This is an optimization exercise on Yosys and OpenROAD, whose aim is small area, a short achievable clock period and few clock cycles per item, not a production implementation.
The RTL was checked by simulation tests, not by an equivalence proof against the original design.
Power is estimated from default activity; no workload was simulated.

## flow/design.v

```verilog
package alu_ops_pkg;
    localparam int DATA_W    = 32;
    localparam int HALF_W    = 16;
    localparam int BYTE_W    = 8;
    localparam int DIV_STEPS = 17;
    typedef enum logic [4:0] {
        NOP,
        OR,
        AND,
        EOR,
        ADD,
        SUB,
        CMP,
        ADDX,
        SUBX,
        MOVE,
        ASL,
        LSL,
        ROL,
        ROXL,
        ASR,
        LSR,
        ROR,
        ROXR,
        DIV
    } alu_op_e;
    typedef enum logic [1:0] {
        BYTE = 2'd0,
        WORD = 2'd1,
        LONG = 2'd2
    } alu_size_e;
    typedef struct packed {
        alu_op_e           op;
        alu_size_e         size;
        logic              div_signed;
        logic [DATA_W-1:0] operand1;
        logic [DATA_W-1:0] operand2;
    } alu_req_t;
    function automatic logic size_msb(input logic [DATA_W-1:0] data, input logic [1:0] size);
        case (size)
            BYTE:    size_msb = data[BYTE_W-1];
            WORD:    size_msb = data[HALF_W-1];
            default: size_msb = data[DATA_W-1];
        endcase
    endfunction
    function automatic logic size_zero(input logic [DATA_W-1:0] data, input logic [1:0] size);
        case (size)
            BYTE:    size_zero = data[BYTE_W-1:0] == '0;
            WORD:    size_zero = data[HALF_W-1:0] == '0;
            default: size_zero = data == '0;
        endcase
    endfunction
endpackage
package alu_flags_pkg;
    typedef struct packed {
        logic x;
        logic n;
        logic z;
        logic v;
        logic c;
    } alu_ccr_t;
    typedef struct packed {
        logic [15:0] remainder;
        logic [15:0] quotient;
    } alu_div_word_t;
    typedef union packed {
        logic [31:0] long_word;
        alu_div_word_t     div;
    } alu_result_u;
    typedef struct packed {
        alu_result_u result;
        alu_ccr_t    ccr;
    } alu_unit_out_t;
    typedef struct packed {
        logic        done;
        logic        trap;
        logic        overflow;
        logic        zero_div;
        alu_result_u result;
    } alu_div_status_t;
endpackage
`timescale 1ns/1ps
module alu_divider
(
    input  logic        clock,
    input  logic        reset_n,
    input  logic        div_req,
    input  logic        div_signed,
    input  logic [31:0] dividend,
    input  logic [15:0] divisor,
    output logic        div_ready,
    output logic        zero_div,     
    output logic        collect,      
    output logic        overflow,     
    output logic [31:0] div_word,     
    output logic        quo_n,        
    output logic        quo_z         
);
    logic        pending;
    logic        busy;
    logic [2:0]  cnt;
    logic [15:0] rem_q;
    logic [15:0] quo_q;
    logic [15:0] dvs_q;     
    logic        dcin_q;    
    logic        signed_q;
    logic        quo_neg_q;
    logic        rem_neg_q;
    logic        ovf_q;
    logic        start;
    logic        a_neg;
    logic        d_neg;
    logic [31:0] a_abs;
    logic [15:0] dvs_in;
    logic        dcin_in;
    logic [17:0] ovf_sum;
    assign div_ready = !busy;
    assign zero_div  = div_req && !pending && (divisor == 16'd0);
    assign start     = div_req && !pending && (divisor != 16'd0);
    assign collect   = div_req && pending;
    assign a_neg   = div_signed && dividend[31];
    assign d_neg   = div_signed && divisor[15];
    assign a_abs   = a_neg ? -dividend : dividend;
    assign dvs_in  = d_neg ? divisor : ~divisor;
    assign dcin_in = !d_neg;
    assign ovf_sum = {2'b00, a_abs[31:16]} + {2'b01, dvs_in} + {17'd0, dcin_in};
    logic [16:0] t1, t2;
    logic [17:0] s1, s2;
    logic [15:0] r1, r2;
    logic        q1, q2;
    assign t1 = {rem_q, quo_q[15]};
    assign s1 = {1'b0, t1} + {2'b01, dvs_q} + {17'd0, dcin_q};
    assign q1 = s1[17];
    assign r1 = q1 ? s1[15:0] : t1[15:0];
    assign t2 = {r1, quo_q[14]};
    assign s2 = {1'b0, t2} + {2'b01, dvs_q} + {17'd0, dcin_q};
    assign q2 = s2[17];
    assign r2 = q2 ? s2[15:0] : t2[15:0];
    always_ff @(posedge clock or negedge reset_n) begin
        if (!reset_n) begin
            pending <= 1'b0;
            busy    <= 1'b0;
        end else begin
            if (start) begin
                pending <= 1'b1;
                busy    <= 1'b1;
            end else begin
                if (collect) pending <= 1'b0;
                if (cnt == 3'd7) busy <= 1'b0;
            end
        end
    end
    always_ff @(posedge clock) begin
        if (start) begin
            cnt       <= 3'd0;
            rem_q     <= a_abs[31:16];
            quo_q     <= a_abs[15:0];
            dvs_q     <= dvs_in;
            dcin_q    <= dcin_in;
            signed_q  <= div_signed;
            quo_neg_q <= a_neg ^ d_neg;
            rem_neg_q <= a_neg;
            ovf_q     <= ovf_sum[17];
        end else if (busy) begin
            cnt   <= cnt + 3'd1;
            rem_q <= r2;
            quo_q <= {quo_q[13:0], q1, q2};
        end
    end
    logic quo_nz;
    assign quo_nz   = quo_q != 16'd0;
    assign overflow = ovf_q | (signed_q & (quo_neg_q ? (quo_q[15] & (quo_q[14:0] != 15'd0))
                                                     : quo_q[15]));
    assign quo_n    = quo_neg_q ? quo_nz : quo_q[15];
    assign quo_z    = !quo_nz;
    assign div_word = {rem_neg_q ? -rem_q : rem_q, quo_neg_q ? -quo_q : quo_q};
endmodule
`timescale 1ns/1ps
module alu_top
(
    input  logic        clock,
    input  logic        reset_n,
    input  logic [4:0]  op,
    input  logic [1:0]  size,
    input  logic        div_signed,
    input  logic [31:0] operand1,
    input  logic [31:0] operand2,
    output logic [31:0] result,
    output logic [4:0]  ccr,
    output logic        div_trap,
    output logic        div_ready
);
    logic [31:0] a, b;
    logic        x_q, n_q, z_q, v_q, c_q;
    assign a   = operand1;
    assign b   = operand2;
    assign ccr = {x_q, n_q, z_q, v_q, c_q};
    logic op_or, op_and, op_eor, op_add, op_sub, op_cmp, op_addx, op_subx, op_move;
    logic op_asl, op_lsl, op_rol, op_roxl, op_asr, op_lsr, op_ror, op_roxr, op_div;
    assign op_or   = op == 5'd1;
    assign op_and  = op == 5'd2;
    assign op_eor  = op == 5'd3;
    assign op_add  = op == 5'd4;
    assign op_sub  = op == 5'd5;
    assign op_cmp  = op == 5'd6;
    assign op_addx = op == 5'd7;
    assign op_subx = op == 5'd8;
    assign op_move = op == 5'd9;
    assign op_asl  = op == 5'd10;
    assign op_lsl  = op == 5'd11;
    assign op_rol  = op == 5'd12;
    assign op_roxl = op == 5'd13;
    assign op_asr  = op == 5'd14;
    assign op_lsr  = op == 5'd15;
    assign op_ror  = op == 5'd16;
    assign op_roxr = op == 5'd17;
    assign op_div  = op == 5'd18;
    logic is_logic, is_arith, is_left, is_right, subtract, extended;
    assign is_logic = op_or | op_and | op_eor | op_move;
    assign is_arith = op_add | op_sub | op_cmp | op_addx | op_subx;
    assign is_left  = op_asl | op_lsl | op_rol | op_roxl;
    assign is_right = op_asr | op_lsr | op_ror | op_roxr;
    assign subtract = op_sub | op_cmp | op_subx;
    assign extended = op_addx | op_subx;
    function automatic logic msb_of(input logic [31:0] d, input logic [1:0] s);
        case (s)
            2'd0:    msb_of = d[7];
            2'd1:    msb_of = d[15];
            default: msb_of = d[31];
        endcase
    endfunction
    function automatic logic zero_of(input logic [31:0] d, input logic [1:0] s);
        case (s)
            2'd0:    zero_of = d[7:0] == 8'd0;
            2'd1:    zero_of = d[15:0] == 16'd0;
            default: zero_of = d == 32'd0;
        endcase
    endfunction
    logic        xin;
    logic [31:0] sum;
    assign xin = extended & x_q;
    assign sum = a + (b ^ {32{subtract}}) + {31'd0, subtract ^ xin};
    logic [31:0] lres;
    always_comb begin
        case (1'b1)
            op_or:   lres = a | b;
            op_and:  lres = a & b;
            op_eor:  lres = a ^ b;
            default: lres = a;
        endcase
    end
    logic        dm;
    logic        lbit, rbit;
    logic [31:0] shres;
    assign dm   = msb_of(a, size);
    assign lbit = (op_rol & dm) | (op_roxl & x_q);
    assign rbit = (op_asr & dm) | (op_ror & a[0]) | (op_roxr & x_q);
    always_comb begin
        if (is_left) begin
            shres = {a[30:0], lbit};
        end else begin
            shres = {1'b0, a[31:1]};
            case (size)
                2'd0:    shres[7]  = rbit;
                2'd1:    shres[15] = rbit;
                default: shres[31] = rbit;
            endcase
        end
    end
    logic [31:0] res;
    always_comb begin
        if (is_arith)                 res = sum;
        else if (is_left | is_right)  res = shres;
        else                          res = lres;
    end
    logic rm, rz, sm, bm, carry;
    assign rm    = msb_of(res, size);
    assign rz    = zero_of(res, size);
    assign sm    = msb_of(b, size);
    assign bm    = sm ^ subtract;
    assign carry = (dm & bm) | (~rm & (dm | bm));
    logic        dv_zero_div, dv_collect, dv_overflow, dv_n, dv_z;
    logic [31:0] dv_word;
    alu_divider u_div (
        .clock      (clock),
        .reset_n    (reset_n),
        .div_req    (op_div),
        .div_signed (div_signed),
        .dividend   (a),
        .divisor    (b[15:0]),
        .div_ready  (div_ready),
        .zero_div   (dv_zero_div),
        .collect    (dv_collect),
        .overflow   (dv_overflow),
        .div_word   (dv_word),
        .quo_n      (dv_n),
        .quo_z      (dv_z)
    );
    always_ff @(posedge clock or negedge reset_n) begin
        if (!reset_n) begin
            result   <= 32'd0;
            x_q      <= 1'b0;
            n_q      <= 1'b0;
            z_q      <= 1'b0;
            v_q      <= 1'b0;
            c_q      <= 1'b0;
            div_trap <= 1'b0;
        end else begin
            if (is_logic) begin
                result <= res;
                n_q    <= rm;
                z_q    <= rz;
                v_q    <= 1'b0;
                c_q    <= 1'b0;
            end
            if (is_arith) begin
                if (!op_cmp) result <= res;
                n_q <= rm;
                z_q <= extended ? (z_q & rz) : rz;
                v_q <= (dm == bm) & (rm != dm);
                c_q <= carry ^ subtract;
                if (!op_cmp) x_q <= carry ^ subtract;
            end
            if (is_left) begin
                result <= res;
                n_q    <= rm;
                z_q    <= rz;
                v_q    <= op_asl & (rm ^ dm);
                c_q    <= dm;
                if (!op_rol) x_q <= dm;
            end
            if (is_right) begin
                result <= res;
                n_q    <= rm;
                z_q    <= rz;
                v_q    <= 1'b0;
                c_q    <= a[0];
                if (!op_ror) x_q <= a[0];
            end
            if (dv_zero_div) begin
                div_trap <= 1'b1;
                n_q      <= 1'b0;
                z_q      <= 1'b0;
                v_q      <= 1'b0;
                c_q      <= 1'b0;
            end
            if (dv_collect) begin
                div_trap <= dv_overflow;
                n_q      <= dv_overflow | dv_n;
                z_q      <= !dv_overflow & dv_z;
                v_q      <= dv_overflow;
                c_q      <= 1'b0;
                if (!dv_overflow) result <= dv_word;
            end
        end
    end
endmodule
```

## flow/run.sh

```bash
#!/bin/bash
# synth_recipe.tcl (not shown) runs the flow's synth.tcl, then flattens the netlist and writes it again
# the make line also repeats each setting of config.mk as NAME=value (left out here)
make -C /OpenROAD-flow-scripts/flow DESIGN_CONFIG=/design/flow/config.mk WORK_HOME=/design/flow/orfs CLKGATE_MAP_FILE= SYNTH_SCRIPT=/design/flow/synth_recipe.tcl finish
```

## flow/config.mk

```make
export PLATFORM = sky130hd
export DESIGN_NAME = alu_top
export DESIGN_NICKNAME = alu_top
export VERILOG_FILES = /design/flow/design.v
export SDC_FILE = /design/flow/constraint.sdc
export NUM_CORES = 4
export LEC_CHECK = 0
export ABC_CLOCK_PERIOD_IN_PS = 3500
export CAP_MARGIN = 20
export CORE_MARGIN = 2
export CORE_UTILIZATION = 40
export SETUP_SLACK_MARGIN = 2.5
export SLEW_MARGIN = 20
```

## flow/constraint.sdc

```tcl
create_clock -name core_clock -period 6.0 [get_ports {clock}]
set_input_delay 1.2000 -clock core_clock [delete_from_list [all_inputs] [get_ports {clock}]]
set_output_delay 1.2000 -clock core_clock [all_outputs]
set_load 0.01 [all_outputs]
```

==> summary.txt, run 1 <==
Clocking
  • Number of buffers created by CTS: 9
  • Clk slew on worst S/H paths: 70 ps
  • Hold buffers post-CTS: 0
  • H-tree depth: 3
  • Clock latency on the worst-skew pair: 360 ps
  • Root Driver: clkbuf_16
  • TritonCTS clock tree: done
  • # clock sinks: 96
  • CTS max path bufs: 2

Setup path
  • Worst EP required: 6200 ps
  • Crit path DAT: 5370 ps
  • Crit-path max FO: 8
  • Startpoint type of the worst setup path: flop
  • Slowest cell on crit path: edfxtp_1
  • Worst R2R Start: u_div.dcin_q
  • Flop-to-flop setup slack: 830 ps
  • R2R Path End: u_div.rem_q[12]
  • Worst-case reg-to-reg path depth: 25
  • Critical path endpoint category: flop
  • Cell mode on critical path: a21oi_2
  • Crit Path Class: reg2reg
  • Crit-path max cell delay: 430 ps

Route
  • Antenna Nets Post-Route: 0
  • Post-DR wirelength/cell: 22.1 um
  • DR DRC count: 0
  • DR vias: 13345
  • Routed wire length: 48600 um
  • Initial drt markers: 1415
  • Mean number of vias per cell: 6.07
  • DR pass1 iterations: 8

Pwr
  • Comb pwr share: 70.8%
  • Switching power total: 2.71 mW
  • Maximum VDD drop: 0.000274 V
  • Seq pwr share: 18.7%
  • Switching part of the total: 43.4%
  • Total chip power: 6.24 mW
  • Int Pwr: 3.54 mW
  • Leakage power: 7.27 nW
  • Clock power share: 10.5%
  • P per Cell Area: 354 nW/um^2

Floorplan
  • Row cnt: 64
  • Die width: 181 um
  • Die Area: 32900 sq um
  • Core area: 30800 sq um
  • Initial Util: 40.8%
  • IO Pins: 113
  • Die Ht: 181 um

Global routing
  • Vias in the first global route: 12568
  • Met1 Track Usage GR: 39.7%
  • GRT met2 Usage: 44.6%
  • Largest net degree at the start of global routing: 51
  • Busiest grt layer: met2
  • Overflow after GRT: 0
  • First-pass GRT wire length: 72500 um
  • Met3 usage: 3.05%
  • Initial antenna violation count: 1
  • GRT Overall Usage: 28.1%

Min path
  • Hold Crit Depth: 1
  • Hold Crit Class: reg2reg
  • Hold endpoint: n_q
  • Hold Crit Start: n_q

Yosys
  • Synthesized Nets: 1795
  • Syn Area/Cell: 8.02 sq um
  • Seq/Total Area, Yosys: 21.1%
  • Top cells by area, synth: ha_1 15%, edfxtp_1 13%, xnor2_1 8.5%
  • Leading area contributor after synthesis: ha_1
  • Asr flop ratio synth: 41.7%
  • Post-Syn Area: 12600 sq um
  • Synth unique cells: 85
  • Synthesized instance count: 1569
  • Synth top area share: 14.5%
  • Syn. warnings: 2
  • EDFF count, synth: 53
  • Post-synth top flop: edfxtp_1
  • Flip-flop and latch count after synthesis: 96

STA
  • Hold Fails Final Rpt: 0
  • Final setup violation count: 0
  • Max-slew violations: 0
  • Minimum clock period: 5170 ps
  • Layout Skew: 7.41 ps
  • Peak Freq: 0.193 GHz
  • Worst setup margin: 826 ps
  • Final hold slack: 511 ps
  • Max transition margin: 45.4%
  • Final period utilization: 86.2%
  • RSZ-0062 raised after global routing: true
  • Setup tns final: 0 ps
  • Worst Max-Slew Pin Slew: 819 ps

Place
  • HPWL after detailed placement: 35200 um
  • Gpl congestion: 0.986
  • Area after DPL: 14500 sq um
  • Place WS: 97.1 ps
  • Dpl cells: 2037
  • Port Buffers: 112

Outcome
  • Status: complete, no violations

Layout
  • P&R area growth vs syn: 40.2%
  • Post-Layout Cell Count: 2199
  • Nets@finish: 2024
  • # diodes: 0
  • Post-route cell area: 17600 sq um
  • Filler instances: 2666
  • Share of cells above drive strength 1: 28.9%
  • Fin util: 57.2%

Run
  • Max-cap violations: 0
## power groups by stage
stage / registers [mW] / logic, mW / clock network [mW]
floorplan: 1.14 / 2.36 / 0
global route: 1.19 / 4.75 / 0.684
CTS: 1.16 / 3.90 / 0.661
global placement: 1.17 / 3.11 / 0
finish: 1.17 / 4.42 / 0.656
detailed placement: 1.18 / 3.16 / 0
## worst max-delay path: cells and delay by family (launching register included)
| kind | cells | cell delay (ps) |
|---|---|---|
| buffers and inverters | 3 | 360 |
| adder cells (fa/ha/maj) | 2 | 630 |
| flip-flops | 1 | 430 |
| multiplexers | 1 | 210 |
| AND/OR/NAND/NOR | 4 | 400 |
| AO/OA/AOI/OAI | 15 | 2990 |
## how the worst max path moves through the flow
stage,startpoint,to,cells after the start
detailed placement,op[1],z_q,20
global route,u_div.dcin_q,u_div.rem_q[12],25
global placement,op[1],z_q,20
finish,u_div.dcin_q,u_div.rem_q[12],25
CTS,u_div.dvs_q[0],u_div.rem_q[3],24
floorplan,op[0],z_q,22
## Yosys cell counts (6+ instances only)
library cell	count
nand2_1	163
ha_1	146
xnor2_1	122
nor2_1	118
a21oi_1	113
inv_1	96
o21ai_0	65
mux2i_1	55
o21ai_1	55
edfxtp_1	53
clkbuf_1	48
o211ai_1	41
dfrtp_1	40
xor2_1	34
nand3_1	30
nor3_1	25
a222oi_1	24
a211oi_1	23
a31oi_1	22
buf_2	20
nand2b_1	19
o31ai_1	17
a21o_1	16
nor4_1	16
mux2_2	13
nor2b_1	13
o21a_1	13
and2_1	11
nand4_1	11
or3_1	11
buf_1	10
buf_4	10
o41ai_1	10
fa_1	6
or2_2	6
or4_1	6
## layout by cell type, fill, tap and decap left out, drive strengths merged, types with 12 or more instances in the layout
master and instances:
xor2 34, ha 146, edfxtp 53, dfrtp 40
xnor2 122, a222oi 24, o21a 13, clkdlybuf4s50 79
nand2b 19, mux2i 56, nor4 17, buf 208
inv 97, a211oi 24, nand3 31, clkbuf 12
nor2b 13, o21ai 120, o31ai 19, mux2 15
a21oi 114, a21o 16, nor3 26, nor2 118
o211ai 41, a31oi 22, nand2 163
## metal layers
metal  wire, um  vias to the layer above
met1      20800                     6418
li1           -                     6156
met2      21600                      649
met5         14                        -
met3       4240                      120
met4       1890                        2
## cells by family after synthesis
logic type | after synthesis | share of synthesized area (%)
flops | 96 | 21.1
simple gates | 452 | 16.9
xor+xnor | 156 | 10.9
fa+ha+maj | 152 | 15.5
buf+inv | 188 | 6.22
mux | 71 | 5.82
compound gates | 454 | 23.7
## cell type report
| type | count | area, sq um | share of cell area (%) |
|---|---|---|---|
| multi-input combinational | 1286 | 10900 | 61.9 |
| timing repair buffer | 307 | 2860 | 16.2 |
| sequential | 96 | 2650 | 15.0 |
| tap | 396 | 495 | 2.81 |
| inverter | 98 | 392 | 2.22 |
| clock buffer | 10 | 239 | 1.35 |
| clock inverter | 6 | 90.1 | 0.510 |
## registers in the layout (all words and copies together), names as in the netlist
register         count
div_trap             1
c_q                  1
u_div.busy           1
u_div.rem_neg_q      1
u_div.signed_q       1
u_div.cnt            3
u_div.quo_neg_q      1
z_q                  1
u_div.rem_q         16
v_q                  1
n_q                  1
u_div.dcin_q         1
x_q                  1
u_div.pending        1
u_div.dvs_q         16
result              32
u_div.ovf_q          1
u_div.quo_q         16
## repair_timing
| action | CTS | global route |
|---|---|---|
| pin swaps | 113 | 108 |
| gates cloned | 4 | 0 |
| resized for setup | 265 | 144 |
| setup endpoints to repair | 110 | 115 |
| setup buffers | 99 | 43 |
Testbench counts, summed over its fixed seeds: cycles 22,090, ops 19,200.
==> run 2, diff against run 1 <==
==> flow/config.mk (replaced) <==
export PLATFORM = sky130hd
export DESIGN_NAME = alu_top
export DESIGN_NICKNAME = alu_top
export VERILOG_FILES = /design/flow/design.v
export SDC_FILE = /design/flow/constraint.sdc
export NUM_CORES = 4
export LEC_CHECK = 0
export ABC_AREA = 1
export CAP_MARGIN = 20
export CORE_MARGIN = 2
export CORE_UTILIZATION = 40
export SLEW_MARGIN = 20
==> run 2 against run 1 <==
  * Still clean
  * Clock power fell by 8.4%
  * Hold slack got worse by 37 ps
  * Sequential power barely moved
  * Clock skew rose by 2.6 ps
  * Register-to-register slack got worse by 60 ps
  * Routed wire length rose by 7.1%
  * First-iteration DRC count fell by 14%
  * Combinational power fell by 25%
  * Final cell count rose by 23%
==> summary.txt, run 2 <==
Place
  • Dpl cells: 2689 (was 2037)
  • HPWL after detailed placement: 42100 um (was 35200 um)
  • Port Buffers: 112 (unchanged)
  • Gpl congestion: 0.971 (was 0.986)

Clocking
  • Hold buffers post-CTS: 0 (unchanged)
  • H-tree depth: 3 (unchanged)
  • CTS max path bufs: 2 (unchanged)
  • Clock latency on the worst-skew pair: 360 ps (about the same)
  • Clk slew on worst S/H paths: 70 ps (about the same)
  • Root Driver: clkbuf_16 (unchanged)
  • Post-CTS sizing: 0 (was 265)
  • # clock sinks: 96 (unchanged)
  • Number of buffers created by CTS: 9 (unchanged)
  • TritonCTS clock tree: done (unchanged)
  • Post-CTS setup buffers: 0 (was 99)

STA
  • Final setup violation count: 0 (unchanged)
  • Hold Fails Final Rpt: 0 (unchanged)
  • Peak Freq: 0.185 GHz (was 0.193 GHz)
  • Setup tns final: 0 ps (unchanged)
  • Max transition margin: 34.3% (was 45.4%)
  • Max-slew violations: 0 (unchanged)
  • Layout Skew: 10.0 ps (was 7.41 ps)
  • Final period utilization: 90.1% (was 86.2%)
  • RSZ-0062 raised after global routing: false (was true)
  • Worst Max-Slew Pin Slew: 984 ps (was 819 ps)
  • Minimum clock period: 5410 ps (was 5170 ps)

Setup path
  • Worst-case reg-to-reg path depth: 24 (was 25)
  • Flop-to-flop setup slack: 770 ps (was 830 ps)
  • Critical path endpoint category: flop (unchanged)
  • Worst EP required: 6290 ps (was 6200 ps)
  • R2R Path End: u_div.rem_q[15] (was u_div.rem_q[12])
  • Worst R2R Start: u_div.rem_q[13] (was u_div.dcin_q)
  • Crit Path Class: in2reg (was reg2reg)
  • Startpoint type of the worst setup path: primary input (was flop)
  • Crit-path max FO: 23 (was 8)
  • Crit path DAT: 5700 ps (was 5370 ps)

Floorplan
  • Die width: 189 um (was 181 um)
  • Die Area: 35800 sq um (was 32900 sq um)
  • Die Ht: 189 um (was 181 um)
  • Initial Util: 40.8% (about the same)
  • Row cnt: 67 (was 64)
  • IO Pins: 113 (unchanged)
  • Core area: 33600 sq um (was 30800 sq um)

Yosys
  • Syn. warnings: 2 (unchanged)
  • Synth unique cells: 60 (was 85)
  • Asr flop ratio synth: 41.7% (unchanged)
  • Leading area contributor after synthesis: nand2_1 (was ha_1)
  • Seq/Total Area, Yosys: 19.3% (was 21.1%)
  • Post-Syn Area: 13700 sq um (was 12600 sq um)
  • Most frequent cell after synthesis: nand2_1 (unchanged)
  • Synthesized instance count: 2165 (was 1569)
  • Synth top area share: 17.6% (was 14.5%)
  • Syn Area/Cell: 6.33 sq um (was 8.02 sq um)
  • EDFF count, synth: 53 (unchanged)
  • Top cells by area, synth: nand2_1 18%, ha_1 13%, edfxtp_1 12% (was ha_1 15%, edfxtp_1 13%, xnor2_1 8.5%)
  • Synth cell count leaders: 643 x nand2_1, 296 x inv_1, 171 x o21ai_0 (was 163 x nand2_1, 146 x ha_1, 122 x xnor2_1)
  • Flip-flop and latch count after synthesis: 96 (unchanged)
  • Post-synth top flop: edfxtp_1 (unchanged)
  • Synthesized Nets: 2391 (was 1795)

Pwr
  • Switching part of the total: 48.7% (was 43.4%)
  • Leakage power: 7.91 nW (was 7.27 nW)
  • Seq pwr share: 23.5% (was 18.7%)
  • Int Pwr: 2.62 mW (was 3.54 mW)
  • Comb pwr share: 64.7% (was 70.8%)
  • Switching power total: 2.48 mW (was 2.71 mW)
  • P per Cell Area: 327 nW/um^2 (was 354 nW/um^2)
  • Clock power share: 11.8% (was 10.5%)
  • Maximum VDD drop: 0.000199 V (was 0.000274 V)

Route
  • Routed wire length: 52000 um (was 48600 um)
  • DR pass1 iterations: 5 (was 8)
  • Antenna Nets Post-Route: 0 (unchanged)
  • DR DRC count: 0 (unchanged)
  • Post-DR wirelength/cell: 19.2 um (was 22.1 um)
  • Mean number of vias per cell: 5.49 (was 6.07)
  • Initial drt markers: 1217 (was 1415)
  • DR vias: 14854 (was 13345)

Global routing
  • GRT Overall Usage: 28.7% (was 28.1%)
  • Largest net degree at the start of global routing: 55 (was 51)
  • Initial antenna violation count: 1 (unchanged)
  • Overflow after GRT: 0 (unchanged)
  • First-pass GRT wire length: 79800 um (was 72500 um)
  • Vias in the first global route: 13913 (was 12568)

Layout
  • Nets@finish: 2478 (was 2024)
  • Commonest cells after routing, fill and taps aside: 643 x nand2_1, 296 x inv_1, 171 x o21ai_0, 152 x nor2_1, 146 x ha_1 (was 157 x buf_4, 139 x nand2_1, 122 x ha_1, 101 x nor2_1, 100 x xnor2_1)
  • Post-Layout Cell Count: 2706 (was 2199)
  • Top reg by flops: result (unchanged)
  • Share of cells above drive strength 1: 3.90% (was 28.9%)
  • Fin util: 46.4% (was 57.2%)
  • Max FFs per register: 32 (unchanged)
  • P&R area growth vs syn: 13.6% (was 40.2%)
  • Leading cell type in the layout, fill and taps excluded: nand2_1 (was buf_4)

Min path
  • Hold endpoint: u_div.cnt[1] (was n_q)
  • Hold Crit Depth: 2 (was 1)
  • Hold Crit Start: u_div.cnt[1] (was n_q)
  • Hold Crit Class: reg2reg (unchanged)

Outcome
  • Status: complete, no violations (unchanged)

Run
  • Max-cap violations: 0 (unchanged)
==> run 2: power by group through the flow <==
stage	Clock, mW	Combinational, mW	Sequential (mW)
floorplan	0	2.30	1.18
global placement	0	3.23	1.20
detailed placement	0	3.26	1.21
CTS	0.609	3.28	1.19
global route	0.634	3.72	1.22
finish	0.601	3.30	1.20
==> run 2: cell type report <==
type                    count  area, sq um
inverters                 306         1150
clock buffers              11          264
repair buffers            143         1350
fillers                  3553        18000
well taps                 448          561
flip-flops and latches     96         2650
diodes                      1         2.50
clock inverters             5         37.5
multi-input cells        1696         9570
==> run 2: routing by layer <==
metal / GRT usage, % / share of wire [%] / vias to the layer above
met3: 3.34 / 7.8 / 100
met4: 8.65 / 3.0 / 0
li1: - / - / 7241
met2: 45.0 / 43 / 632
met5: 0 / 0 / -
met1: 41.3 / 46 / 6881
==> run 2: worst max path at each step <==
| stage | to | slack, ps | from |
|---|---|---|---|
| 3_3_place_gp | z_q | 270 | op[0] |
| 5_1_grt | z_q | 270 | op[0] |
| 2_1_floorplan | z_q | 1690 | op[0] |
| 3_5_place_dp | z_q | 270 | op[0] |
| 6_report | z_q | 590 | op[0] |
| 4_1_cts | z_q | 640 | op[0] |
==> run 2: kinds of logic (layout without fill, tap and decap cells) <==
kind of cell	count (synthesis)	count (layout)	share of synthesized area [%]
DFF	96	96	19.3
AOI/OAI and AO/OA	397	397	16.1
xor gates and xnor gates	119	119	7.60
adders and majority gates	152	152	14.2
and+or+nand+nor	1025	1025	31.6
other	0	1	0
muxes	3	3	0.219
buffers and inverters	373	465	10.9
==> run 2: through the flow <==
stage          worst slack [ps]  hold slack (ps)  area [sq um]  power, mW
2_1_floorplan              1690              445         13700       3.47
3_3_place_gp                274              454         15300       4.44
3_5_place_dp                274              468         15300       4.47
4_1_cts                     638              479         15600       5.08
5_1_grt                     274              504         15600       5.58
6_report                    591              474         15600       5.10
==> run 2: worst max-delay path, stage by stage <==
cell and delay [ps]:
clkdlybuf4s50_1 560, nor2_1 350, nand3_1 180, nand2_2 330
buf_4 440, xor2_1 120, ha_1 380, nand2_1 120
inv_1 90, nand2_1 80, nor3_1 360, nand2_1 120
nand2_1 150, nand2_1 130, nand2_1 90, nand2_1 50
nand3_1 110, nand2_1 150, nor2_1 140, nand2_1 60
nor2_1 110, nand2_1 90, nand2_1 80, nand2_1 70
a21oi_1 120
==> run 3, diff against run 2 <==
--- a/flow/config.mk
+++ b/flow/config.mk
@@ -9,4 +9,5 @@
 export CAP_MARGIN = 20
 export CORE_MARGIN = 2
 export CORE_UTILIZATION = 40
+export SETUP_SLACK_MARGIN = 2.0
 export SLEW_MARGIN = 20
==> run 3 against run 2 <==
  * Still clean
  * Flip-flop and latch count unchanged
  * Die area unchanged
  * Clock skew grew 4.3 ps
  * Clock power down 5.3%
  * Core utilization rose by 8.0 points
  * Highest routed layer unchanged
==> summary.txt, run 3 <==
Yosys
  • Asr flop ratio synth: 41.7% (unchanged)
  • Syn. warnings: 2 (unchanged)
  • Most frequent cell after synthesis: nand2_1 (unchanged)
  • Synthesized instance count: 2165 (unchanged)
  • Synth top area share: 17.6% (unchanged)
  • Post-Syn Area: 13700 sq um (unchanged)
  • Flip-flop and latch count after synthesis: 96 (unchanged)
  • Synth cell count leaders: 643 x nand2_1, 296 x inv_1, 171 x o21ai_0 (unchanged)
  • Synth unique cells: 60 (unchanged)
  • Syn Area/Cell: 6.33 sq um (unchanged)
  • Top cells by area, synth: nand2_1 18%, ha_1 13%, edfxtp_1 12% (unchanged)
  • Synthesized Nets: 2391 (unchanged)
  • EDFF count, synth: 53 (unchanged)
  • Post-synth top flop: edfxtp_1 (unchanged)
  • Leading area contributor after synthesis: nand2_1 (unchanged)
  • Seq/Total Area, Yosys: 19.3% (unchanged)

Route
  • Initial drt markers: 1284 (was 1217)
  • Mean number of vias per cell: 5.46 (was 5.49)
  • Post-DR wirelength/cell: 19.5 um (was 19.2 um)
  • Routed wire length: 55400 um (was 52000 um)
  • DR DRC count: 0 (unchanged)
  • DR vias: 15556 (was 14854)
  • DR pass1 iterations: 5 (unchanged)
  • Antenna Nets Post-Route: 0 (unchanged)

Run
  • Max-cap violations: 0 (unchanged)

STA
  • Hold Fails Final Rpt: 0 (unchanged)
  • Max transition margin: 36.3% (was 34.3%)
  • Layout Skew: 14.3 ps (was 10.0 ps)
  • Max-slew violations: 0 (unchanged)
  • Final setup violation count: 0 (unchanged)
  • Final hold slack: 471 ps (was 474 ps)
  • Worst setup margin: 1890 ps (was 591 ps)
  • Worst Max-Slew Pin Slew: 956 ps (was 984 ps)
  • Final period utilization: 68.5% (was 90.1%)
  • Setup tns final: 0 ps (unchanged)
  • Peak Freq: 0.243 GHz (was 0.185 GHz)
  • Minimum clock period: 4110 ps (was 5410 ps)
  • RSZ-0062 raised after global routing: true (was false)

Global routing
  • Initial antenna violation count: 0 (was 1)
  • Vias in the first global route: 14377 (was 13913)
  • GRT Overall Usage: 29.8% (was 28.7%)
  • First-pass GRT wire length: 82300 um (was 79800 um)
  • Overflow after GRT: 0 (unchanged)
  • Largest net degree at the start of global routing: 55 (unchanged)

Clocking
  • TritonCTS clock tree: done (unchanged)
  • Clock latency on the worst-skew pair: 360 ps (about the same)
  • Number of buffers created by CTS: 9 (unchanged)
  • Hold buffers post-CTS: 0 (unchanged)
  • H-tree depth: 3 (unchanged)
  • Clk slew on worst S/H paths: 80 ps (was 70 ps)
  • CTS max path bufs: 2 (unchanged)
  • Root Driver: clkbuf_16 (unchanged)
  • # clock sinks: 96 (unchanged)

Layout
  • Filler instances: 3319 (was 3553)
  • Commonest cells after routing, fill and taps aside: 564 x nand2_1, 273 x inv_1, 154 x buf_4, 146 x o21ai_0, 131 x nor2_1 (was 643 x nand2_1, 296 x inv_1, 171 x o21ai_0, 152 x nor2_1, 146 x ha_1)
  • Max FFs per register: 32 (unchanged)
  • Share of cells above drive strength 1: 21.4% (was 3.90%)
  • P&R area growth vs syn: 33.3% (was 13.6%)
  • Leading cell type in the layout, fill and taps excluded: nand2_1 (unchanged)
  • Nets@finish: 2621 (was 2478)
  • # diodes: 0 (was 1)
  • Top reg by flops: result (unchanged)
  • Post-Layout Cell Count: 2848 (was 2706)

Floorplan
  • Row cnt: 67 (unchanged)
  • IO Pins: 113 (unchanged)
  • Die Area: 35800 sq um (unchanged)
  • Die Ht: 189 um (unchanged)
  • Core area: 33600 sq um (unchanged)
  • Die width: 189 um (unchanged)
  • Initial Util: 40.8% (unchanged)

Setup path
  • Slowest cell on crit path: edfxtp_1 (was clkdlybuf4s50_1)
  • Worst-case reg-to-reg path depth: 24 (unchanged)
  • Crit-path max FO: 6 (was 23)
  • Crit-path max cell delay: 400 ps (was 560 ps)
  • Startpoint type of the worst setup path: flop (was primary input)
  • Crit path DAT: 4200 ps (was 5700 ps)
  • Crit Path Class: reg2reg (was in2reg)
  • Critical path endpoint category: flop (unchanged)
  • Worst EP required: 6090 ps (was 6290 ps)
  • Worst path cell trace: fa_2, inv_2, fa_2, nand3b_1, nand2_2, inv_2, o221ai_2, a21boi_2, o21ai_1, xor2_1, o21ai_2, ha_4, nand2_4, nor4_2, nand2_1, o2111ai_2, nand2_1, nor3b_4, buf_6, nand2_8, nor2_4, buf_8, nand2_2, nand3_2

Pwr
  • Maximum VDD drop: 0.000245 V (was 0.000199 V)
  • P per Cell Area: 357 nW/um^2 (was 327 nW/um^2)
  • Leakage power: 9.00 nW (was 7.91 nW)
  • Total chip power: 6.52 mW (was 5.10 mW)

Place
  • Gpl congestion: 0.984 (was 0.971)
  • Port Buffers: 112 (unchanged)
  • HPWL after detailed placement: 41900 um (was 42100 um)
  • Dpl cells: 2687 (was 2689)
  • Place WS: 505 ps (was 274 ps)

Outcome
  • Status: complete, no violations (unchanged)

Min path
  • Hold Crit Depth: 2 (unchanged)
  • Hold Crit Class: reg2reg (unchanged)
## run 3: kinds of logic (layout without fill, tap and decap cells)
logic type	count (synthesis)	after routing	synth area share, %
AOI/OAI and AO/OA	397	397	16.1
buffers and inverters	373	606	10.9
xor gates and xnor gates	119	119	7.60
and+or+nand+nor	1025	1027	31.6
adders and majority gates	152	152	14.2
muxes	3	3	0.219
DFF	96	96	19.3
## run 3: final timing paths
kind	startpoint	endpoint	slack [ps]
max	u_div.dcin_q	u_div.rem_q[13]	1890
max reg2reg	u_div.dcin_q	u_div.rem_q[13]	1890
min in group asynchronous	reset_n	div_trap	990
min	u_div.cnt[1]	u_div.cnt[1]	470
min reg2reg	u_div.cnt[1]	u_div.cnt[1]	470
max in group asynchronous	reset_n	result[28]	4410
## run 3: layout make-up
| class | count | area (sq um) | share of cell area (%) |
|---|---|---|---|
| Timing Repair Buffer | 284 | 2590 | 14.2 |
| Inverter | 306 | 1180 | 6.47 |
| Tap cell | 448 | 561 | 3.07 |
| Sequential cell | 96 | 2650 | 14.5 |
| Multi-Input combinational cell | 1698 | 11000 | 60.3 |
| Clock inverter | 6 | 50.0 | 0.274 |
| Clock buffer | 10 | 229 | 1.25 |
## run 3: worst max-delay path: cells and delay by family (launching register included)
| family | cells | cell delay (ps) |
|---|---|---|
| and+or+nand+nor | 11 | 1230 |
| adders and majority gates | 3 | 930 |
| AOI/OAI and AO/OA | 5 | 640 |
| buffers and inverters | 4 | 410 |
| DFF | 1 | 400 |
| xor gates and xnor gates | 1 | 230 |
## run 3: what timing repair did
| item | CTS | global route |
|---|---|---|
| cloned | 6 | 0 |
| gates resized for setup | 223 | 213 |
| pin swaps | 79 | 93 |
| endpoints found under the setup margin | 54 | 43 |
| endpoints found under the hold margin | 0 | 0 |
| setup buffers | 87 | 52 |
## run 3: metrics by stage
stage	util [%]	area [sq um]
floorplan	-	13700
global placement	45.5	15300
CTS	50.8	17100
detailed placement	45.5	15300
finish	54.4	18300
global route	54.4	18300
## run 3: power breakdown
part	switching (mW)	total [mW]	internal [mW]
sequential	0.162	1.17	1.01
combinational	2.67	4.78	2.10
clock	0.281	0.569	0.288
total	3.12	6.52	3.40
## run 3: layer usage
layer,up-vias,share of wire [%],routed length (um),track usage (%)
li1,7523,-,-,-
met2,695,46,25400,47.7
met5,-,0,0,0
met4,0,2.9,1590,9.65
met1,7245,44,24200,41.7
met3,93,7.6,4230,3.21
==> run 4, diff against run 3 <==
--- a/flow/config.mk
+++ b/flow/config.mk
@@ -5,9 +5,7 @@
 export SDC_FILE = /design/flow/constraint.sdc
 export NUM_CORES = 4
 export LEC_CHECK = 0
-export ABC_AREA = 1
 export CAP_MARGIN = 20
 export CORE_MARGIN = 2
 export CORE_UTILIZATION = 40
-export SETUP_SLACK_MARGIN = 2.0
 export SLEW_MARGIN = 20
==> run 4 against run 3 <==
  * Count of clock-buffer cells in the layout shrank 1
  * Global-route usage shrank 3.9 points
  * Die area shrank 8.0%
  * Worst setup slack lost 1500 ps
  * Highest routed layer unchanged
  * Routed wire length shrank 22%
  * Core utilization shrank 6.8 points
  * Fmax shrank 27%
  * Synthesized area shrank 8.2%
  * Final cell count shrank 27%
  * Via count shrank 22%
  * Total power shrank 25%
  * Critical path depth grew 2
==> summary.txt, run 4 <==
Pwr
  • P per Cell Area: 335 nW/um^2 (was 357 nW/um^2)
  • Total chip power: 4.92 mW (was 6.52 mW)
  • Leakage power: 6.07 nW (was 9.00 nW)
  • Maximum VDD drop: 0.000238 V (was 0.000245 V)

Layout
  • Filler instances: 2988 (was 3319)
  • Register area: 2650 sq um (unchanged)
  • Share of cells above drive strength 1: 7.72% (was 21.4%)
  • Multi-input gate area: 9200 sq um (was 11000 sq um)
  • # diodes: 0 (unchanged)
  • Commonest cells after routing, fill and taps aside: 162 x nand2_1, 146 x ha_1, 122 x xnor2_1, 117 x nor2_1, 112 x a21oi_1 (was 564 x nand2_1, 273 x inv_1, 154 x buf_4, 146 x o21ai_0, 131 x nor2_1)
  • Nets@finish: 1891 (was 2621)
  • Max FFs per register: 32 (unchanged)
  • Post-route cell area: 14700 sq um (was 18300 sq um)
  • Fin util: 47.6% (was 54.4%)
  • P&R area growth vs syn: 16.5% (was 33.3%)
  • Top reg by flops: result (unchanged)
  • Leading cell type in the layout, fill and taps excluded: nand2_1 (unchanged)

Route
  • DR pass1 iterations: 8 (was 5)
  • DR DRC count: 0 (unchanged)
  • Mean number of vias per cell: 5.90 (was 5.46)
  • DR vias: 12182 (was 15556)
  • Post-DR wirelength/cell: 20.9 um (was 19.5 um)
  • Routed wire length: 43200 um (was 55400 um)
  • Initial drt markers: 1342 (was 1284)
  • Antenna Nets Post-Route: 0 (unchanged)

Clocking
  • Clk slew on worst S/H paths: 70 ps (was 80 ps)
  • H-tree depth: 3 (unchanged)
  • Hold buffers post-CTS: 0 (unchanged)
  • TritonCTS clock tree: done (unchanged)
  • CTS max path bufs: 2 (unchanged)
  • # clock sinks: 96 (unchanged)
  • Clock latency on the worst-skew pair: 360 ps (about the same)
  • Number of buffers created by CTS: 9 (unchanged)
  • Post-CTS sizing: 0 (was 223)
  • Post-CTS setup buffers: 0 (was 87)
  • Root Driver: clkbuf_16 (unchanged)

STA
  • Max transition margin: 29.2% (was 36.3%)
  • Peak Freq: 0.177 GHz (was 0.243 GHz)
  • Hold Fails Final Rpt: 0 (unchanged)
  • Layout Skew: 7.95 ps (was 14.3 ps)
  • Worst Max-Slew Pin Slew: 1060 ps (was 956 ps)
  • Max-slew violations: 0 (unchanged)
  • Final period utilization: 93.9% (was 68.5%)
  • Final hold slack: 493 ps (was 471 ps)
  • Setup tns final: 0 ps (unchanged)
  • Minimum clock period: 5630 ps (was 4110 ps)
  • Final setup violation count: 0 (unchanged)

Yosys
  • Most frequent cell after synthesis: nand2_1 (unchanged)
  • EDFF count, synth: 53 (unchanged)
  • Leading area contributor after synthesis: ha_1 (was nand2_1)
  • Flip-flop and latch count after synthesis: 96 (unchanged)
  • Post-Syn Area: 12600 sq um (was 13700 sq um)
  • Synthesized Nets: 1795 (was 2391)
  • Synth cell count leaders: 163 x nand2_1, 146 x ha_1, 122 x xnor2_1 (was 643 x nand2_1, 296 x inv_1, 171 x o21ai_0)
  • Syn. warnings: 2 (unchanged)
  • Seq/Total Area, Yosys: 21.1% (was 19.3%)
  • Synth unique cells: 85 (was 60)
  • Asr flop ratio synth: 41.7% (unchanged)
  • Syn Area/Cell: 8.02 sq um (was 6.33 sq um)
  • Synth top area share: 14.5% (was 17.6%)
  • Top cells by area, synth: ha_1 15%, edfxtp_1 13%, xnor2_1 8.5% (was nand2_1 18%, ha_1 13%, edfxtp_1 12%)
  • Synthesized instance count: 1569 (was 2165)
  • Post-synth top flop: edfxtp_1 (unchanged)

Setup path
  • Sum of buffers and inverters on the critical path: 3 (was 4)
  • Cell mode on critical path: a21oi_1
  • Gate family responsible for the most delay along the worst path: compound AO/OA/AOI/OAI gates (was simple AND/OR/NAND/NOR gates)
  • Crit Path Class: reg2reg (unchanged)
  • Crit-path max cell delay: 470 ps (was 400 ps)
  • Flop-to-flop setup slack: 370 ps (was 1890 ps)
  • Critical path endpoint category: flop (unchanged)
  • Crit path DAT: 5730 ps (was 4200 ps)
  • R2R Path End: u_div.rem_q[0] (was u_div.rem_q[13])
  • Slowest cell on crit path: fa_1 (was edfxtp_1)
  • Startpoint type of the worst setup path: flop (unchanged)
  • Worst R2R Start: u_div.dcin_q (unchanged)
  • Worst EP required: 6100 ps (was 6090 ps)
  • Worst-case reg-to-reg path depth: 26 (was 24)
  • Crit-path max FO: 18 (was 6)

Floorplan
  • Initial Util: 40.8% (about the same)
  • Core area: 30800 sq um (was 33600 sq um)
  • Die width: 181 um (was 189 um)
  • Die Ht: 181 um (was 189 um)
  • Die Area: 32900 sq um (was 35800 sq um)
  • Row cnt: 64 (was 67)
  • IO Pins: 113 (unchanged)

Outcome
  • Status: complete, no violations (unchanged)

Place
  • Area after DPL: 14300 sq um (was 15300 sq um)
  • Port Buffers: 112 (unchanged)
  • HPWL after detailed placement: 34700 um (was 41900 um)
  • Gpl congestion: 0.979 (was 0.984)

Global routing
  • Overflow after GRT: 0 (unchanged)
  • First-pass GRT wire length: 66300 um (was 82300 um)
  • Initial antenna violation count: 0 (unchanged)
  • GRT Overall Usage: 25.9% (was 29.8%)
  • Vias in the first global route: 11129 (was 14377)
  • Largest net degree at the start of global routing: 64 (was 55)

Min path
  • Hold endpoint: n_q (was u_div.cnt[1])
  • Hold Crit Class: reg2reg (unchanged)
  • Hold Crit Start: n_q (was u_div.cnt[1])
  • Hold Crit Depth: 1 (was 2)

Run
  • Max-cap violations: 0 (unchanged)
-- run 4: cell types whose count changed after synthesis, moves of 14 or more --
cell / change
a211oi_1: +18
a222oi_1: +24
clkbuf_1: +14
inv_1: -200
mux2i_1: +52
nand2_1: -480
nand2b_1: +18
nand3_1: -101
nor2_1: -35
o211ai_1: +26
o21ai_0: -106
o21ai_1: +50
xnor2_1: +109
xor2_1: -72
-- run 4: cell type report --
| class | count | share of cell area (%) |
|---|---|---|
| multi-input combinational | 1285 | 62.7 |
| sequential | 96 | 18.1 |
| timing repair buffer | 175 | 11.2 |
| tap | 396 | 3.38 |
| inverter | 98 | 2.51 |
| clock buffer | 9 | 1.54 |
| clock inverter | 7 | 0.657 |
-- run 4: logic make-up (layout without fill, tap and decap cells) --
| kind of cell | Yosys count | after routing | share of synthesized area [%] |
|---|---|---|---|
| compound gates | 454 | 454 | 23.7 |
| simple gates | 452 | 452 | 16.9 |
| flops | 96 | 96 | 21.1 |
| fa+ha+maj | 152 | 152 | 15.5 |
| mux | 71 | 71 | 5.82 |
| buf+inv | 188 | 289 | 6.22 |
| xor+xnor | 156 | 156 | 10.9 |
-- run 4: where the power goes --
part,switching (mW),internal (mW)
Combinational,1.72,1.41
Clock,0.264,0.366
Sequential,0.171,0.983
-- run 4: worst max path at each step --
stage	to	cells past startpoint	slack, ps	from
6_report	u_div.rem_q[0]	26	370	u_div.dcin_q
5_1_grt	u_div.rem_q[0]	26	-60	u_div.dcin_q
4_1_cts	u_div.rem_q[1]	25	210	u_div.dcin_q
3_5_place_dp	z_q	20	80	op[2]
3_3_place_gp	z_q	20	190	op[3]
2_1_floorplan	z_q	21	420	op[0]
-- run 4: metal layers --
metal	vias to the layer above	share of wire [%]	track usage, %
li1	5893	-	-
met1	5753	47	38.6
met2	475	43	39.2
met3	61	7.5	3.23
met4	0	2.4	7.12
met5	-	0	0
-- run 4: worst register-to-register path, stage by stage (launching register included) --
cell	delay (ps)
edfxtp_1	420
fa_1	480
a21oi_1	210
o211ai_1	200
o21bai_1	220
a21oi_1	140
o41ai_2	350
a21oi_1	130
nand2_1	110
nand2_1	160
mux2i_1	240
inv_1	90
ha_1	260
nor2b_1	120
o21ai_1	160
a21boi_1	140
o41ai_2	320
o21ai_1	160
o41ai_1	310
buf_4	180
o21a_1	150
o21ai_1	130
a21oi_2	200
buf_12	170
nor2_1	50
a211oi_1	210
a21oi_1	60
-- run 4: per-stage QoR --
| step | cells | worst slack [ps] |
|---|---|---|
| CTS | 2066 | 205 |
| global route | 2066 | -59.2 |
| detailed placement | 2050 | 78.0 |
| global placement | 2050 | 185 |
| floorplan | 1569 | 423 |
| finish | 2066 | 366 |
==> run 5, diff against run 4 <==
--- a/flow/config.mk
+++ b/flow/config.mk
@@ -5,7 +5,9 @@
 export SDC_FILE = /design/flow/constraint.sdc
 export NUM_CORES = 4
 export LEC_CHECK = 0
+export ABC_CLOCK_PERIOD_IN_PS = 4500
 export CAP_MARGIN = 20
 export CORE_MARGIN = 2
 export CORE_UTILIZATION = 40
+export SETUP_SLACK_MARGIN = 1.5
 export SLEW_MARGIN = 20
==> run 5 against run 4 <==
  * Still clean on timing, DRC and antenna
  * Count of clock-buffer cells in the layout up 1
  * Synthesized area did not move
  * Critical path depth did not move
  * Largest power group unchanged
==> summary.txt, run 5 <==
Pwr
  • Maximum VDD drop: 0.000276 V (was 0.000238 V)
  • P per Cell Area: 373 nW/um^2 (was 335 nW/um^2)
  • Total chip power: 6.29 mW (was 4.92 mW)
  • Clock power share: 11.1% (was 12.8%)
  • Leakage power: 6.97 nW (was 6.07 nW)
  • Int Pwr: 3.51 mW (was 2.76 mW)
  • Comb pwr share: 70.4% (was 63.7%)
  • Switching power total: 2.79 mW (was 2.15 mW)
  • Seq pwr share: 18.5% (was 23.5%)
  • Switching part of the total: 44.3% (was 43.8%)

Layout
  • Nets@finish: 1997 (was 1891)
  • Leading cell type in the layout, fill and taps excluded: buf_4 (was nand2_1)
  • Filler instances: 2804 (was 2988)
  • Max FFs per register: 32 (unchanged)
  • Multi-input gate area: 10400 sq um (was 9200 sq um)
  • Fin util: 54.8% (was 47.6%)
  • Register area: 2650 sq um (unchanged)
  • Share of cells above drive strength 1: 23.7% (was 7.72%)
  • P&R area growth vs syn: 34.1% (was 16.5%)
  • Top reg by flops: result (unchanged)
  • Commonest cells after routing, fill and taps aside: 140 x buf_4, 138 x nand2_1, 136 x ha_1, 108 x xnor2_1, 106 x nor2_1 (was 162 x nand2_1, 146 x ha_1, 122 x xnor2_1, 117 x nor2_1, 112 x a21oi_1)
  • Post-route cell area: 16900 sq um (was 14700 sq um)
  • # diodes: 0 (unchanged)

Yosys
  • EDFF count, synth: 53 (unchanged)
  • Leading area contributor after synthesis: ha_1 (unchanged)
  • Synthesized instance count: 1569 (unchanged)
  • Most frequent cell after synthesis: nand2_1 (unchanged)
  • Synth unique cells: 85 (unchanged)
  • Seq/Total Area, Yosys: 21.1% (unchanged)
  • Synthesized Nets: 1795 (unchanged)
  • Synth cell count leaders: 163 x nand2_1, 146 x ha_1, 122 x xnor2_1 (unchanged)
  • Post-Syn Area: 12600 sq um (unchanged)
  • Syn. warnings: 2 (unchanged)
  • Synth top area share: 14.5% (unchanged)
  • Asr flop ratio synth: 41.7% (unchanged)
  • Top cells by area, synth: ha_1 15%, edfxtp_1 13%, xnor2_1 8.5% (unchanged)
  • Syn Area/Cell: 8.02 sq um (unchanged)
  • Post-synth top flop: edfxtp_1 (unchanged)
  • Flip-flop and latch count after synthesis: 96 (unchanged)

STA
  • Peak Freq: 0.190 GHz (was 0.177 GHz)
  • Minimum clock period: 5270 ps (was 5630 ps)
  • RSZ-0062 raised after global routing: true
  • Max-slew violations: 0 (unchanged)
  • Final hold slack: 502 ps (was 493 ps)
  • Final setup violation count: 0 (unchanged)
  • Layout Skew: 10.6 ps (was 7.95 ps)
  • Max transition margin: 35.4% (was 29.2%)
  • Final period utilization: 87.8% (was 93.9%)
  • Worst Max-Slew Pin Slew: 965 ps (was 1060 ps)
  • Hold Fails Final Rpt: 0 (unchanged)

Route
  • DR pass1 iterations: 6 (was 8)
  • Post-DR wirelength/cell: 22.0 um (was 20.9 um)
  • Routed wire length: 47700 um (was 43200 um)
  • DR DRC count: 0 (unchanged)
  • Met2 Wirelength: 21100 um (was 18800 um)
  • Mean number of vias per cell: 6.05 (was 5.90)
  • Met1 WL: 21000 um (was 20100 um)
  • Antenna Nets Post-Route: 0 (unchanged)
  • Initial drt markers: 1229 (was 1342)
  • Max layer used: met4 (unchanged)
  • Met3 wire length: 3970 um (was 3250 um)
  • DR vias: 13148 (was 12182)

Clocking
  • # clock sinks: 96 (unchanged)
  • Root Driver: clkbuf_16 (unchanged)
  • TritonCTS clock tree: done (unchanged)
  • H-tree depth: 3 (unchanged)
  • Clk slew on worst S/H paths: 80 ps (was 70 ps)
  • Number of buffers created by CTS: 9 (unchanged)
  • Clock latency on the worst-skew pair: 360 ps (about the same)
  • CTS max path bufs: 2 (unchanged)

Global routing
  • GRT Overall Usage: 27.5% (was 25.9%)
  • Vias in the first global route: 12334 (was 11129)
  • Largest net degree at the start of global routing: 48 (was 64)
  • First-pass GRT wire length: 71400 um (was 66300 um)
  • Initial antenna violation count: 0 (unchanged)
  • Overflow after GRT: 0 (unchanged)

Floorplan
  • Die Ht: 181 um (unchanged)
  • Die Area: 32900 sq um (unchanged)
  • Initial Util: 40.8% (unchanged)
  • Row cnt: 64 (unchanged)
  • Core area: 30800 sq um (unchanged)
  • IO Pins: 113 (unchanged)
  • Die width: 181 um (unchanged)

Setup path
  • Crit Path Class: reg2reg (unchanged)
  • Crit-path max cell delay: 490 ps (was 470 ps)
  • R2R Path End: u_div.rem_q[3] (was u_div.rem_q[0])
  • Worst-case reg-to-reg path depth: 26 (unchanged)
  • Crit path DAT: 5350 ps (was 5730 ps)
  • Flop-to-flop setup slack: 730 ps (was 370 ps)
  • Worst EP required: 6080 ps (was 6100 ps)
  • Slowest cell on crit path: edfxtp_1 (was fa_1)
  • Worst R2R Start: u_div.dvs_q[2] (was u_div.dcin_q)
  • Startpoint type of the worst setup path: flop (unchanged)
  • Critical path endpoint category: flop (unchanged)
  • Crit-path max FO: 5 (was 18)

Min path
  • Hold Crit Start: u_div.cnt[2] (was n_q)
  • Hold endpoint: u_div.cnt[2] (was n_q)
  • Hold Crit Depth: 2 (was 1)
  • Hold Crit Class: reg2reg (unchanged)

Place
  • HPWL after detailed placement: 35000 um (was 34700 um)
  • Area after DPL: 14300 sq um (about the same)
  • Gpl congestion: 0.960 (was 0.979)
  • Port Buffers: 112 (unchanged)

Run
  • Max-cap violations: 0 (unchanged)

Outcome
  • Status: complete, no violations (unchanged)
[run 5: cell counts after synthesis]
Identical to the previous run, type by type.
[run 5: how the worst max path moves through the flow]
stage / startpoint / slack [ps] / endpoint / depth (start not counted)
CTS: u_div.dvs_q[0] / 830 / u_div.rem_q[13] / 26
global route: u_div.dvs_q[2] / 550 / u_div.rem_q[0] / 26
detailed placement: op[1] / -4 / z_q / 19
global placement: op[1] / 140 / z_q / 19
floorplan: op[0] / 870 / z_q / 22
finish: u_div.dvs_q[2] / 730 / u_div.rem_q[3] / 26
[run 5: area by class of cell]
cell class              instances  area share (%)
well taps                     396            2.93
multi-input cells            1286            61.6
clock buffers                  10            1.42
inverters                      98            2.20
repair buffers                280            15.5
flip-flops and latches         96            15.7
clock inverters                 6           0.682
[run 5: timing repair]
action | 4_1_cts | 5_1_grt
hold endpoints to repair | 0 | 0
gates cloned | 3 | 2
endpoints found under the setup margin | 46 | 39
resized for setup | 125 | 160
hold buffers | 0 | 0
pin swaps | 62 | 100
setup buffers | 67 | 43
[run 5: cells by family (layout without fill, tap and decap cells)]
family	after synthesis	count (layout)	synth area share [%]
compound gates	454	454	23.7
xor+xnor	156	156	10.9
fa+ha+maj	152	152	15.5
buf+inv	188	394	6.22
flops	96	96	21.1
mux	71	71	5.82
simple gates	452	453	16.9
[run 5: worst max-delay path: cells and delay by family, from the launching register on]
kind | cells | cell delay [ps]
simple gates | 5 | 540
flops | 1 | 490
buf+inv | 4 | 520
compound gates | 14 | 2570
mux | 1 | 260
fa+ha+maj | 2 | 590
[run 5: per-layer routing]
layer	global-route usage (%)	vias up
li1	-	6108
met1	39.8	6303
met2	42.5	642
met3	3.43	95
met4	8.72	0
met5	0	-
[run 5: stage by stage]
| step | worst slack (ps) | instances | setup TNS, ps |
|---|---|---|---|
| finish | 733 | 2172 | 0 |
| global route | 547 | 2172 | 0 |
| CTS | 827 | 2127 | 0 |
| detailed placement | -3.53 | 2041 | -3.53 |
| global placement | 144 | 2041 | 0 |
| floorplan | 873 | 1569 | 0 |
[run 5: power groups by stage]
stage / registers [mW] / logic, mW / clock network (mW)
final: 1.17 / 4.43 / 0.699
after global routing: 1.19 / 4.77 / 0.726
after CTS: 1.16 / 3.55 / 0.709
after detailed placement: 1.18 / 3.13 / 0
after global placement: 1.18 / 3.08 / 0
after floorplan: 1.14 / 2.34 / 0
==> run 6, diff against run 5 <==
--- a/flow/config.mk
+++ b/flow/config.mk
@@ -5,7 +5,7 @@
 export SDC_FILE = /design/flow/constraint.sdc
 export NUM_CORES = 4
 export LEC_CHECK = 0
-export ABC_CLOCK_PERIOD_IN_PS = 4500
+export ABC_AREA = 1
 export CAP_MARGIN = 20
 export CORE_MARGIN = 2
 export CORE_UTILIZATION = 40
==> run 6 against run 5 <==
  * Sequential power barely moved
  * Hold slack got worse by 28 ps
  * Flip-flop and latch count did not move
  * Register-to-register slack improved by 950 ps
  * Fmax rose by 20%
  * Count of clock-buffer cells in the layout rose by 1
  * Total power fell by 13%
  * Sequential share of layout area rose by 0.66 points
  * Combinational power fell by 16%
  * Die area rose by 8.7%
  * Synthesized cell count rose by 38%
  * Global-route usage rose by 1.4 points
  * Largest cell class unchanged
  * Highest routed layer unchanged
==> summary.txt, run 6 <==
Yosys
  • Syn Area/Cell: 6.33 sq um (was 8.02 sq um)
  • Most frequent cell after synthesis: nand2_1 (unchanged)
  • Leading area contributor after synthesis: nand2_1 (was ha_1)
  • Syn. warnings: 2 (unchanged)
  • EDFF count, synth: 53 (unchanged)
  • Synth top area share: 17.6% (was 14.5%)
  • Asr flop ratio synth: 41.7% (unchanged)
  • Post-Syn Area: 13700 sq um (was 12600 sq um)
  • Flip-flop and latch count after synthesis: 96 (unchanged)
  • Post-synth top flop: edfxtp_1 (unchanged)
  • Seq/Total Area, Yosys: 19.3% (was 21.1%)
  • Synth cell count leaders: 643 x nand2_1, 296 x inv_1, 171 x o21ai_0 (was 163 x nand2_1, 146 x ha_1, 122 x xnor2_1)
  • Synth unique cells: 60 (was 85)
  • Synthesized Nets: 2391 (was 1795)
  • Synthesized instance count: 2165 (was 1569)
  • Top cells by area, synth: nand2_1 18%, ha_1 13%, edfxtp_1 12% (was ha_1 15%, edfxtp_1 13%, xnor2_1 8.5%)

Setup path
  • Worst EP required: 6250 ps (was 6080 ps)
  • Critical path endpoint category: flop (unchanged)
  • Crit-path max cell delay: 570 ps (was 490 ps)
  • Worst path cell trace: clkbuf_2, nor2_4, buf_4, nand3_2, nand3_4, inv_4, nand2_8, nor3_2, buf_4, inv_1, o21ai_0, a21oi_1, or2_2
  • Slowest cell on crit path: o21ai_0 (was edfxtp_1)
  • Startpoint type of the worst setup path: primary input (was flop)
  • Crit Path Class: in2reg (was reg2reg)
  • Crit path DAT: 4650 ps (was 5350 ps)
  • Sum of buffers and inverters on the critical path: 5 (was 4)
  • Crit-path max FO: 31 (was 5)
  • Gate family responsible for the most delay along the worst path: buffers and inverters (was compound AO/OA/AOI/OAI gates)
  • Cell mode on critical path: buf_4
  • Flop-to-flop setup slack: 1680 ps (was 730 ps)

Global routing
  • GRT Overall Usage: 28.9% (was 27.5%)
  • Initial antenna violation count: 1 (was 0)
  • Largest net degree at the start of global routing: 55 (was 48)
  • Overflow after GRT: 0 (unchanged)
  • Vias in the first global route: 14008 (was 12334)
  • First-pass GRT wire length: 80200 um (was 71400 um)

Pwr
  • P per Cell Area: 338 nW/um^2 (was 373 nW/um^2)
  • Maximum VDD drop: 0.000212 V (was 0.000276 V)
  • Leakage power: 8.20 nW (was 6.97 nW)

Floorplan
  • Die Ht: 189 um (was 181 um)
  • Die Area: 35800 sq um (was 32900 sq um)
  • Core area: 33600 sq um (was 30800 sq um)
  • Initial Util: 40.8% (about the same)
  • Die width: 189 um (was 181 um)
  • Row cnt: 67 (was 64)
  • IO Pins: 113 (unchanged)

Layout
  • Commonest cells after routing, fill and taps aside: 635 x nand2_1, 292 x inv_1, 156 x o21ai_0, 147 x nor2_1, 143 x ha_1 (was 140 x buf_4, 138 x nand2_1, 136 x ha_1, 108 x xnor2_1, 106 x nor2_1)
  • Fin util: 48.2% (was 54.8%)
  • Max FFs per register: 32 (unchanged)
  • Leading cell type in the layout, fill and taps excluded: nand2_1 (was buf_4)
  • P&R area growth vs syn: 18.2% (was 34.1%)
  • Filler instances: 3497 (was 2804)
  • Top reg by flops: result (unchanged)
  • Post-Layout Cell Count: 2741 (was 2172)
  • Post-route cell area: 16200 sq um (was 16900 sq um)
  • Share of cells above drive strength 1: 7.94% (was 23.7%)
  • Nets@finish: 2513 (was 1997)

STA
  • Hold Fails Final Rpt: 0 (unchanged)
  • Final period utilization: 73.3% (was 87.8%)
  • Max transition margin: 33.3% (was 35.4%)
  • Peak Freq: 0.227 GHz (was 0.190 GHz)
  • Worst Max-Slew Pin Slew: 999 ps (was 965 ps)
  • RSZ-0062 raised after global routing: false (was true)
  • Max-slew violations: 0 (unchanged)
  • Setup tns final: 0 ps (unchanged)
  • Final setup violation count: 0 (unchanged)
  • Minimum clock period: 4400 ps (was 5270 ps)
  • Layout Skew: 10.6 ps (about the same)

Clocking
  • TritonCTS clock tree: done (unchanged)
  • # clock sinks: 96 (unchanged)
  • Hold buffers post-CTS: 0 (unchanged)
  • Number of buffers created by CTS: 9 (unchanged)
  • H-tree depth: 3 (unchanged)
  • Clock latency on the worst-skew pair: 360 ps (about the same)
  • Root Driver: clkbuf_16 (unchanged)
  • CTS max path bufs: 2 (unchanged)
  • Clk slew on worst S/H paths: 80 ps (about the same)

Route
  • Antenna Nets Post-Route: 0 (unchanged)
  • Initial drt markers: 1285 (was 1229)
  • Routed wire length: 53100 um (was 47700 um)
  • Mean number of vias per cell: 5.50 (was 6.05)
  • DR DRC count: 0 (unchanged)
  • DR pass1 iterations: 8 (was 6)
  • Post-DR wirelength/cell: 19.4 um (was 22.0 um)
  • DR vias: 15063 (was 13148)

Run
  • Max-cap violations: 0 (unchanged)

Place
  • Port Buffers: 112 (unchanged)
  • Dpl cells: 2689 (was 2041)
  • HPWL after detailed placement: 42100 um (was 35000 um)
  • Gpl congestion: 0.971 (was 0.960)
  • Area after DPL: 15300 sq um (was 14300 sq um)

Outcome
  • Status: complete, no violations (unchanged)

Min path
  • Hold Crit Class: reg2reg (unchanged)
==> run 6: cell types whose count changed in the layout (fill, tap and decap cells not counted), sizes merged, moves of 26 or more <==
cell | previous run | this run
nand2 | 164 | 648
mux2i | 56 | 3
o211ai | 41 | 15
xor2 | 34 | 106
nand3 | 31 | 136
inv | 98 | 304
xnor2 | 122 | 13
o21ai | 120 | 176
nor2 | 118 | 162
buf | 170 | 64
==> run 6: tightest hold or removal path: stages (launching register included) <==
cell and delay (ps):
dfxtp_1 320, nand2_1 60, a21oi_1 50
==> run 6: routing by layer <==
metal / part of all wire [%] / global-route usage [%]
met4: 2.7 / 8.41
met3: 7.9 / 3.43
met1: 45 / 41.3
met2: 44 / 45.5
met5: 0 / 0
==> run 6: final timing paths <==
kind                            startpoint             end  depth (start not counted)
min in group asynchronous          reset_n        div_trap                          1
min                           u_div.cnt[1]    u_div.cnt[1]                          2
max reg2reg                u_div.dvs_q[13]  u_div.quo_q[0]                         23
max                                  op[0]      result[14]                         13
min reg2reg                   u_div.cnt[1]    u_div.cnt[1]                          2
max in group asynchronous          reset_n      result[26]                          1
==> run 6: logic make-up (layout without fill, tap and decap cells) <==
| logic type | after synthesis | after routing | share of synthesized area (%) |
|---|---|---|---|
| multiplexers | 3 | 3 | 0.219 |
| AO/OA/AOI/OAI | 397 | 397 | 16.1 |
| buffers and inverters | 373 | 500 | 10.9 |
| XOR/XNOR | 119 | 119 | 7.60 |
| flip-flops | 96 | 96 | 19.3 |
| adder cells (fa/ha/maj) | 152 | 152 | 14.2 |
| other | 0 | 1 | 0 |
| AND/OR/NAND/NOR | 1025 | 1025 | 31.6 |
==> run 6: cell type report <==
type | instances | area [sq um] | share of cell area, %
repair buffers | 177 | 1660 | 10.2
flip-flops and latches | 96 | 2650 | 16.4
clock inverters | 5 | 37.5 | 0.232
diodes | 1 | 2.50 | 0.0154
clock buffers | 11 | 264 | 1.63
inverters | 306 | 1160 | 7.15
well taps | 448 | 561 | 3.46
repair inverters | 1 | 5.00 | 0.0309
multi-input cells | 1696 | 9870 | 60.9
==> run 6: metrics by stage <==
stage / total power, mW / worst slack [ps] / hold slack [ps]
global placement: 4.44 / 274 / 454
finish: 5.48 / 1600 / 474
floorplan: 3.47 / 1690 / 445
detailed placement: 4.47 / 274 / 468
CTS: 5.17 / 1500 / 479
global route: 5.96 / 1450 / 504
==> run 6: where the power goes <==
part	internal (mW)	switching, mW	total (mW)
Clock	0.321	0.280	0.601
Combinational	1.51	2.19	3.70
Sequential	1.01	0.167	1.18
==> run 6: repair_timing <==
item,in CTS,in global routing
pin swaps,5,19
endpoints found under the setup margin,48,43
cloned,0,3
setup buffers,12,20
endpoints found under the hold margin,0,0
resized for setup,46,63

[static timing again, ports no longer ideal]
Ports are ideal in the flow. The routed layouts listed here were re-timed in OpenROAD. Step 1 assumes that a clkbuf_16 drives the clock port and a buf_2 every other input. Step 2 moves the port delays by t, midway between the first and last clock arrival at a register: inputs arrive t later, outputs are due t later. That takes back most of the time a late clock gives input paths. a / b / c = ideal ports / drivers / drivers and shift; a / b = the first two.
run	t (ns)	slack for setup (ns)	hold slack, ns	cell pins on the clock port's net
run 1	0.398	0.826 / 0.826 / 0.623	0.511 / 0.511 / 0.511	1
run 2	0.403	0.591 / 0.615 / 0.212	0.474 / 0.474 / 0.474	1
run 3	0.396	1.890 / 1.890 / 1.552	0.471 / 0.471 / 0.471	1
run 4	0.398	0.366 / 0.366 / -0.002	0.493 / 0.493 / 0.493	1
run 5	0.401	0.733 / 0.733 / 0.631	0.502 / 0.502 / 0.502	1
run 6	0.403	1.600 / 1.621 / 1.218	0.474 / 0.474 / 0.474	1
With both steps, setup timing fails in run 4, where it was met with ideal ports. The setup slack of run 6, which loses most, moves by +0.021 ns with the drivers and by -0.382 ns with both steps.
